Source: an optimization exercise on an open RTL-to-GDS flow (aim: small area). Production flows keep margins and buffers that such runs may drop. At most, simulation tests tie the RTL to the original design; equivalence was not proved. The clock port is modelled as an ideal driver; clocking choices that lean on that would not hold on a real chip. Power and IR drop assume default switching activity.

==> module com_accumulator, before the edit <==
module com_accumulator (
  input  logic        clk_pixel,
  input  logic        sys_rst,
  input  logic        mark,        
  input  logic        new_frame,
  input  logic [10:0] hcount,
  input  logic [9:0]  vcount,
  output logic [10:0] x_com,
  output logic [9:0]  y_com,
  output logic        com_valid
);
  localparam logic [5:0] X_STEPS = 6'd11;
  localparam logic [6:0] LAST    = 7'd84;  
  logic [31:0] x_sum;    
  logic [30:0] y_sum;
  logic [21:0] count_n;  
  logic        x_carry;  
  logic        y_carry;  
  logic        busy;
  logic [6:0]  step;       
  logic        lo_carry;
  logic [10:0] lo_diff;
  logic [10:0] hi_diff;
  logic        hi_carry;   
  logic        lo_carry_q;
  logic        mark_add;
  logic        last;
  logic        clear;
  logic        load;
  logic        keep;
  logic [10:0] h_add;
  logic [9:0]  v_add;
  logic [11:0] x_lo;
  logic        x_lo_co;
  logic [19:0] x_hi;
  logic [10:0] y_lo;
  logic        y_lo_co;
  logic [19:0] y_hi;
  logic [20:0] rem_next;
  logic        q_bit;
  assign mark_add = mark && !busy;
  assign h_add = mark_add ? hcount : '0;
  assign v_add = mark_add ? vcount : '0;
  rc_add #(.W(11)) x_lo_i (.a(x_sum[10:0]), .b(h_add), .ci(1'b0),
                           .s(x_lo[10:0]), .co(x_lo[11]));
  assign x_lo_co = x_lo[11] & x_sum[11];
  rc_inc #(.W(20)) x_hi_i (.a(x_sum[31:12]), .ci(x_carry), .s(x_hi), .co());
  rc_add #(.W(10)) y_lo_i (.a(y_sum[9:0]), .b(v_add), .ci(1'b0),
                           .s(y_lo[9:0]), .co(y_lo[10]));
  assign y_lo_co = y_lo[10] & y_sum[10];
  rc_inc #(.W(20)) y_hi_i (.a(y_sum[30:11]), .ci(y_carry), .s(y_hi), .co());
  rc_add #(.W(11)) div_lo_i (.a(x_sum[20:10]), .b(count_n[10:0]), .ci(1'b1),
                             .s(lo_diff), .co(lo_carry));
  rc_add #(.W(11)) div_hi_i (.a(x_sum[31:21]), .b(count_n[21:11]), .ci(lo_carry_q),
                             .s(hi_diff), .co(hi_carry));
  assign q_bit    = ((step[6:1] < X_STEPS) || step[6]) && hi_carry;
  assign rem_next = q_bit ? {hi_diff[9:0], lo_diff} : x_sum[30:10];
  assign last  = (step == LAST);
  assign clear = sys_rst || (busy && last);
  always_ff @(posedge clk_pixel) begin
    if (clear) begin
      x_sum   <= '0;
      y_sum   <= '0;
      count_n <= '1;
      x_carry <= 1'b0;
      y_carry <= 1'b0;
    end else if (busy && step[0]) begin
      x_sum <= {rem_next, x_sum[9:0], y_sum[30]};
      y_sum <= {y_sum[29:0], q_bit};
    end else begin
      x_sum   <= {x_hi, x_lo[11] ^ x_sum[11], x_lo[10:0]};
      y_sum   <= {y_hi, y_lo[10] ^ y_sum[10], y_lo[9:0]};
      x_carry <= x_lo_co;
      y_carry <= y_lo_co;
      count_n <= count_n - 22'(mark_add);
    end
  end
  always_ff @(posedge clk_pixel) begin
    lo_carry_q <= lo_carry;
  end
  always_ff @(posedge clk_pixel) begin
    if (sys_rst) begin
      busy <= 1'b0;
      step <= '0;
    end else if (busy) begin
      busy <= !last;
      step <= last ? '0 : step + 1'b1;
    end else begin
      busy <= new_frame && (count_n != '1);
      step <= '0;
    end
  end
  assign load = busy && last && !sys_rst;
  assign keep = !(busy && last) && !sys_rst;
  always_ff @(posedge clk_pixel) begin
    x_com     <= (x_sum[10:0] & {11{load}}) | (x_com & {11{keep}});
    y_com     <= (y_sum[9:0] & {10{load}}) | (y_com & {10{keep}});
    com_valid <= load;
  end
endmodule
Settings: LEC_CHECK=0, CAP_MARGIN=20, CORE_MARGIN=2, CORE_UTILIZATION=40, CTS_CLUSTER_DIAMETER=100, CTS_CLUSTER_SIZE=30, PLACE_DENSITY=0.6, SLEW_MARGIN=20, SYNTH_HIERARCHICAL=1; clock period 6.7 ns.
standard.sh (not shown) runs the stock make flow with config.mk's settings and CLKGATE_MAP_FILE= SYNTH_SCRIPT=/design/flow/synth_recipe.tcl, a recipe that flattens the netlist after the stock synthesis.
==> flow/flow/run.sh <==
#!/bin/bash
# The standard layout (standard synthesis and ORFS flow), with two changes:
# the port buffers use the smallest buffer cell instead of the default pick,
# and after the post-placement repair, cells on paths with slack are downsized.
set -uo pipefail
export BUFFER_PORTS_ARGS="-buffer_cell sky130_fd_sc_hd__buf_1"
export POST_RESIZE_TCL="$PWD/flow/recover.tcl"
bash standard.sh finish > standard_flow.log 2>&1
==> flow/flow/recover.tcl <==
# after global placement and its design repair: give back area on paths with
# timing slack by downsizing cells
puts "recover: area before [sta::format_area [rsz::design_area] 0]"
repair_timing -recover_power 100 -verbose
puts "recover: area after [sta::format_area [rsz::design_area] 0]"
Next try:
--- a/flow/design.v
+++ b/flow/design.v
@@ -293,6 +293,25 @@
   end
   assign co = c[W];
 endmodule
+module com_divider (
+  input  logic [21:0] window,
+  input  logic [21:0] divisor_n,  
+  input  logic        lo_carry_q,  
+  input  logic        enable,     
+  output logic        lo_carry,   
+  output logic [20:0] rem_next,   
+  output logic        q_bit
+);
+  logic [10:0] lo_diff;
+  logic [10:0] hi_diff;
+  logic        hi_carry;   
+  rc_add #(.W(11)) lo_i (.a(window[10:0]),  .b(divisor_n[10:0]),  .ci(1'b1),
+                         .s(lo_diff), .co(lo_carry));
+  rc_add #(.W(11)) hi_i (.a(window[21:11]), .b(divisor_n[21:11]), .ci(lo_carry_q),
+                         .s(hi_diff), .co(hi_carry));
+  assign q_bit    = enable && hi_carry;
+  assign rem_next = q_bit ? {hi_diff[9:0], lo_diff} : window[20:0];
+endmodule
 module com_accumulator (
   input  logic        clk_pixel,
   input  logic        sys_rst,
@@ -314,9 +333,6 @@
   logic        busy;
   logic [6:0]  step;       
   logic        lo_carry;
-  logic [10:0] lo_diff;
-  logic [10:0] hi_diff;
-  logic        hi_carry;   
   logic        lo_carry_q;
   logic        mark_add;
   logic        last;
@@ -344,12 +360,15 @@
                            .s(y_lo[9:0]), .co(y_lo[10]));
   assign y_lo_co = y_lo[10] & y_sum[10];
   rc_inc #(.W(20)) y_hi_i (.a(y_sum[30:11]), .ci(y_carry), .s(y_hi), .co());
-  rc_add #(.W(11)) div_lo_i (.a(x_sum[20:10]), .b(count_n[10:0]), .ci(1'b1),
-                             .s(lo_diff), .co(lo_carry));
-  rc_add #(.W(11)) div_hi_i (.a(x_sum[31:21]), .b(count_n[21:11]), .ci(lo_carry_q),
-                             .s(hi_diff), .co(hi_carry));
-  assign q_bit    = ((step[6:1] < X_STEPS) || step[6]) && hi_carry;
-  assign rem_next = q_bit ? {hi_diff[9:0], lo_diff} : x_sum[30:10];
+  com_divider div_i (
+    .window    (x_sum[31:10]),
+    .divisor_n (count_n),
+    .lo_carry_q(lo_carry_q),
+    .enable    ((step[6:1] < X_STEPS) || step[6]),
+    .lo_carry  (lo_carry),
+    .rem_next  (rem_next),
+    .q_bit     (q_bit)
+  );
   assign last  = (step == LAST);
   assign clear = sys_rst || (busy && last);
   always_ff @(posedge clk_pixel) begin
Global-route usage went down by 0.24 points.
Final cell count increases by 0.32%.
Worst hold slack gains 0.0049 ns.
Wire length goes down by 0.70%.
Design area increases by 0.98%.
Combinational power stays flat.
Fmax grows by 1.1%.
Function was not checked in any run of this note: the RTL went through the layout flow alone.


Another version of the RTL of color_tracker (not shown whole).
Size in the first run: ~1100 cells after synthesis, roughly 140 I/O pins.
==> module com_accumulator, before the edit <==
module com_accumulator (
  input  logic        clk_pixel,
  input  logic        sys_rst,
  input  logic        mark,        
  input  logic        new_frame,
  input  logic [10:0] hcount,
  input  logic [9:0]  vcount,
  output logic [10:0] x_com,
  output logic [9:0]  y_com,
  output logic        com_valid
);
  localparam logic [5:0] X_STEPS = 6'd11;
  localparam logic [6:0] LAST    = 7'd84;  
  logic [31:0] x_sum;    
  logic [30:0] y_sum;
  logic [21:0] count_n;  
  logic        x_carry;  
  logic        y_carry;  
  logic        busy;
  logic [6:0]  step;       
  logic        lo_carry;
  logic [10:0] lo_diff;
  logic [10:0] hi_diff;
  logic        hi_carry;   
  logic        lo_carry_q;
  logic        mark_add;
  logic        last;
  logic        clear;
  logic        sel_shift;
  logic        sel_add;
  logic        sel_sub;
  logic        sel_keep;
  logic [31:0] x_add;
  logic [30:0] y_add;
  logic        load;
  logic        keep;
  logic [10:0] h_add;
  logic [9:0]  v_add;
  logic [11:0] x_lo;
  logic        x_lo_co;
  logic [19:0] x_hi;
  logic [10:0] y_lo;
  logic        y_lo_co;
  logic [19:0] y_hi;
  logic        q_bit;
  assign mark_add = mark && !busy;
  assign h_add = mark_add ? hcount : '0;
  assign v_add = mark_add ? vcount : '0;
  rc_add #(.W(11)) x_lo_i (.a(x_sum[10:0]), .b(h_add), .ci(1'b0),
                           .s(x_lo[10:0]), .co(x_lo[11]));
  assign x_lo_co = x_lo[11] & x_sum[11];
  rc_inc #(.W(20)) x_hi_i (.a(x_sum[31:12]), .ci(x_carry), .s(x_hi), .co());
  rc_add #(.W(10)) y_lo_i (.a(y_sum[9:0]), .b(v_add), .ci(1'b0),
                           .s(y_lo[9:0]), .co(y_lo[10]));
  assign y_lo_co = y_lo[10] & y_sum[10];
  rc_inc #(.W(20)) y_hi_i (.a(y_sum[30:11]), .ci(y_carry), .s(y_hi), .co());
  rc_add #(.W(11)) div_lo_i (.a(x_sum[20:10]), .b(count_n[10:0]), .ci(1'b1),
                             .s(lo_diff), .co(lo_carry));
  rc_add #(.W(11)) div_hi_i (.a(x_sum[31:21]), .b(count_n[21:11]), .ci(lo_carry_q),
                             .s(hi_diff), .co(hi_carry));
  assign q_bit    = ((step[6:1] < X_STEPS) || step[6]) && hi_carry;
  assign last  = (step == LAST);
  assign clear = sys_rst || (busy && last);
  assign sel_shift = busy && step[0] && !clear;
  assign sel_add   = !(busy && step[0]) && !clear;
  assign sel_sub   = sel_shift && q_bit;
  assign sel_keep  = sel_shift && !q_bit;
  assign x_add     = {x_hi, x_lo[11] ^ x_sum[11], x_lo[10:0]};
  assign y_add     = {y_hi, y_lo[10] ^ y_sum[10], y_lo[9:0]};
  always_ff @(posedge clk_pixel) begin
    x_sum[31:11] <= ({hi_diff[9:0], lo_diff} & {21{sel_sub}})
                  | (x_sum[30:10] & {21{sel_keep}})
                  | (x_add[31:11] & {21{sel_add}});
    x_sum[10:0]  <= ({x_sum[9:0], y_sum[30]} & {11{sel_shift}})
                  | (x_add[10:0] & {11{sel_add}});
    y_sum        <= ({y_sum[29:0], q_bit} & {31{sel_shift}})
                  | (y_add & {31{sel_add}});
    if (clear) begin
      count_n <= '1;
      x_carry <= 1'b0;
      y_carry <= 1'b0;
    end else if (!(busy && step[0])) begin
      x_carry <= x_lo_co;
      y_carry <= y_lo_co;
      count_n <= count_n - 22'(mark_add);
    end
  end
  always_ff @(posedge clk_pixel) begin
    lo_carry_q <= lo_carry;
  end
  always_ff @(posedge clk_pixel) begin
    if (sys_rst) begin
      busy <= 1'b0;
      step <= '0;
    end else if (busy) begin
      busy <= !last;
      step <= last ? '0 : step + 1'b1;
    end else begin
      busy <= new_frame && (count_n != '1);
      step <= '0;
    end
  end
  assign load = busy && last && !sys_rst;
  assign keep = !(busy && last) && !sys_rst;
  always_ff @(posedge clk_pixel) begin
    x_com     <= (x_sum[10:0] & {11{load}}) | (x_com & {11{keep}});
    y_com     <= (y_sum[9:0] & {10{load}}) | (y_com & {10{keep}});
    com_valid <= load;
  end
endmodule
export LEC_CHECK = 0
export CAP_MARGIN = 20
export CORE_MARGIN = 2
export CORE_UTILIZATION = 40
export CTS_BUF_LIST = sky130_fd_sc_hd__clkbuf_8
export CTS_CLUSTER_DIAMETER = 80
export CTS_CLUSTER_SIZE = 16
export PLACE_DENSITY = 0.6
export SLEW_MARGIN = 20
export SYNTH_HIERARCHICAL = 1
create_clock -name core_clock -period 6.7 [get_ports {clk_pixel}]
==> flow/flow/run.sh <==
#!/bin/bash
# The standard layout (standard synthesis and ORFS flow), with two changes:
# the port buffers use the smallest buffer cell instead of the default pick,
# and after the post-placement repair and after clock tree synthesis, cells on
# paths with slack are downsized.
set -uo pipefail
export BUFFER_PORTS_ARGS="-buffer_cell sky130_fd_sc_hd__buf_1"
export POST_RESIZE_TCL="$PWD/flow/recover.tcl"
export POST_CTS_TCL="$PWD/flow/recover_cts.tcl"
bash standard.sh finish > standard_flow.log 2>&1
==> flow/flow/recover_cts.tcl <==
# after clock tree synthesis and its timing repair: give back area on paths
# with timing slack by downsizing cells, then legalize the placement again
puts "recover: area before [sta::format_area [rsz::design_area] 0]"
estimate_parasitics -placement
repair_timing -recover_power 100 -verbose
detailed_placement
check_placement -verbose
puts "recover: area after [sta::format_area [rsz::design_area] 0]"
Scripts as last shown in full above: flow/flow/recover.tcl
==> next run, changes <==
--- a/flow/design.v
+++ b/flow/design.v
@@ -373,9 +373,9 @@
     if (clear) begin
       count_n <= '1;
       x_carry <= 1'b0;
       y_carry <= 1'b0;
-    end else if (!(busy && step[0])) begin
+    end else begin
       x_carry <= x_lo_co;
       y_carry <= y_lo_co;
       count_n <= count_n - 22'(mark_add);
     end
=> The new run completed with no timing, DRC or antenna violations. Worst setup slack is better by 0.0041 ns. Hold slack is worse by 0.021 ns. Synthesized area is about the same. Global-route usage stays flat. Combinational power increases by a few percent. Wire length is about the same. Total power decreases slightly. Via count increases slightly. Non-clock buffer count is unchanged. Final cell count stays the same. Critical path depth stays the same.
Function not checked in the first run of this note: the RTL went through the layout flow alone.


RTL: one of the versions met above, not the one the previous note started from.
Size: roughly 1300 cells after synthesis, about 330 flip-flops, roughly 15000 um^2 of cells after synthesis.
==> module color_tracker, before the edit <==
module color_tracker #(
  parameter int SUM_BITS = 32  
) (
  input  logic        clk_pixel,
  input  logic        sys_rst,
  input  logic [15:0] pixel,
  input  logic [24:0] timing,
  input  logic [2:0]  channel_sel,
  input  logic [7:0]  lower_bound,
  input  logic [7:0]  upper_bound,
  input  logic [1:0]  bg_sel,
  input  logic [1:0]  target_sel,
  output logic [23:0] pixel_out,
  output logic [24:0] timing_out,
  output logic [10:0] x_com,
  output logic [9:0]  y_com,
  output logic        com_valid
);
  logic [15:0] pix_q1, pix_q2, pix_q3, pix_q4;
  logic [24:0] tim_q1, tim_q2, tim_q3, tim_q4, tim_q5;
  logic [3:0]  rst_hist;  
  logic [7:0]  luma, chroma, channel;
  logic        in_range;
  logic [15:0] bg_q;
  logic        mask_q;
  logic        sel_cb_q;  
  color_convert color_convert_i (
    .pixel  (pix_q4),
    .sel_cb (sel_cb_q),
    .luma   (luma),
    .chroma (chroma)
  );
  channel_threshold channel_threshold_i (
    .pixel       (pix_q4),
    .luma        (luma),
    .chroma      (chroma),
    .channel_sel (channel_sel),
    .lower_bound (lower_bound),
    .upper_bound (upper_bound),
    .channel     (channel),
    .in_range    (in_range)
  );
  always_ff @(posedge clk_pixel) begin
    pix_q1   <= pixel;
    pix_q2   <= pix_q1;
    pix_q3   <= pix_q2;
    pix_q4   <= pix_q3;
    tim_q1   <= timing;
    tim_q2   <= tim_q1;
    tim_q3   <= tim_q2;
    tim_q4   <= tim_q3;
    rst_hist <= {rst_hist[2:0], sys_rst};
    if (sys_rst || (rst_hist != '0)) tim_q5 <= '0;
    else tim_q5 <= tim_q4;
    mask_q   <= in_range;
    sel_cb_q <= channel_sel[1];  
    bg_q[15:8] <= pix_q4[15:8];
    if (bg_sel == 2'b00) bg_q[7:0] <= pix_q4[7:0];
    else if (bg_sel[1]) bg_q[7:0] <= luma;
    else bg_q[7:0] <= channel;
  end
  assign timing_out = tim_q5;
  com_accumulator com_accumulator_i (
    .clk_pixel (clk_pixel),
    .sys_rst   (sys_rst),
    .mark      (tim_q5[3] && mask_q),
    .new_frame (tim_q5[0]),
    .hcount    (tim_q5[24:14]),
    .vcount    (tim_q5[13:4]),
    .x_com     (x_com),
    .y_com     (y_com),
    .com_valid (com_valid)
  );
  overlay_mux overlay_mux_i (
    .bg_pix     (bg_q),
    .mask       (mask_q),
    .hcount     (tim_q5[24:14]),
    .vcount     (tim_q5[13:4]),
    .bg_sel     (bg_sel),
    .target_sel (target_sel),
    .x_com      (x_com),
    .y_com      (y_com),
    .pixel_out  (pixel_out)
  );
endmodule
==> flow/config.mk <==
export PLATFORM = sky130hd
export DESIGN_NAME = color_tracker
export DESIGN_NICKNAME = color_tracker
export VERILOG_FILES = /design/flow/design.v
export SDC_FILE = /design/flow/constraint.sdc
export NUM_CORES = 4
export LEC_CHECK = 0
export CAP_MARGIN = 20
export CORE_MARGIN = 2
export CORE_UTILIZATION = 40
export CTS_BUF_LIST = sky130_fd_sc_hd__clkbuf_8
export CTS_CLUSTER_DIAMETER = 80
export CTS_CLUSTER_SIZE = 16
export PLACE_DENSITY = 0.6
export SLEW_MARGIN = 20
export SYNTH_HIERARCHICAL = 1
==> flow/constraint.sdc <==
create_clock -name core_clock -period 6.7 [get_ports {clk_pixel}]
set_input_delay 1.3400 -clock core_clock [delete_from_list [all_inputs] [get_ports {clk_pixel}]]
set_output_delay 1.3400 -clock core_clock [all_outputs]
set_load 0.01 [all_outputs]
Scripts as last shown in full above: flow/flow/run.sh, flow/flow/recover.tcl, flow/flow/recover_cts.tcl
Edit:
--- a/flow/design.v
+++ b/flow/design.v
@@ -438,9 +438,11 @@
   output logic        com_valid
 );
   logic [15:0] pix_q1, pix_q2, pix_q3, pix_q4;
   logic [24:0] tim_q1, tim_q2, tim_q3, tim_q4, tim_q5;
-  logic [3:0]  rst_hist;  
+  logic [2:0]  rst_hist;  
+  logic        rst_recent;  
+  logic        tim_keep;  
   logic [7:0]  luma, chroma, channel;
   logic        in_range;
   logic [15:0] bg_q;
   logic        mask_q;
@@ -469,18 +471,19 @@
     tim_q1   <= timing;
     tim_q2   <= tim_q1;
     tim_q3   <= tim_q2;
     tim_q4   <= tim_q3;
-    rst_hist <= {rst_hist[2:0], sys_rst};
-    if (sys_rst || (rst_hist != '0)) tim_q5 <= '0;
-    else tim_q5 <= tim_q4;
+    rst_hist   <= {rst_hist[1:0], sys_rst};
+    rst_recent <= sys_rst || (rst_hist != '0);
+    tim_q5     <= tim_q4 & {25{tim_keep}};
     mask_q   <= in_range;
     sel_cb_q <= channel_sel[1];  
     bg_q[15:8] <= pix_q4[15:8];
     if (bg_sel == 2'b00) bg_q[7:0] <= pix_q4[7:0];
     else if (bg_sel[1]) bg_q[7:0] <= luma;
     else bg_q[7:0] <= channel;
   end
+  assign tim_keep   = !(sys_rst || rst_recent);
   assign timing_out = tim_q5;
   com_accumulator com_accumulator_i (
     .clk_pixel (clk_pixel),
     .sys_rst   (sys_rst),
What happened: Setup slack got worse by 0.032 ns. Cell area came out lower by 0.38%. Die area came out lower by 1.4%. Routed wire length came out lower by 3.7%. Maximum frequency came out lower by 0.50%.
No functional check of the RTL was part of the first run of this note.

==> separate check: timing with driven ports <==
Ports are ideal in the flow. The routed layouts listed here were re-timed in OpenROAD. Step 1: set_driving_cell puts a clkbuf_16 on clk_pixel and a buf_2 on each other input, an assumption about the parent block. Step 2, shift: input delay + t, output delay - t, t = (earliest + latest rising clock arrival at the registers) / 2. This alone moves slack from input paths to output paths. Slacks: ideal ports / drivers / drivers and shift; pairs: ideal ports / drivers.
run | shift t [ns] | setup slack, ns | worst setup path at the end
the first run of note 1 | 0.542 | 0.347 / 0.347 / 0.347 | register to register
the second run of note 1 | 0.560 | 0.415 / 0.415 / 0.415 | register to register
the first run of note 2 | 0.629 | 0.399 / 0.399 / 0.399 | register to register
the second run of note 2 | 0.641 | 0.403 / 0.403 / 0.403 | register to register
the first run of note 3 | 0.623 | 0.396 / 0.396 / 0.396 | register to register
the second run of note 3 | 0.625 | 0.364 / 0.364 / 0.364 | register to register
After both steps every run listed still meets setup and hold.
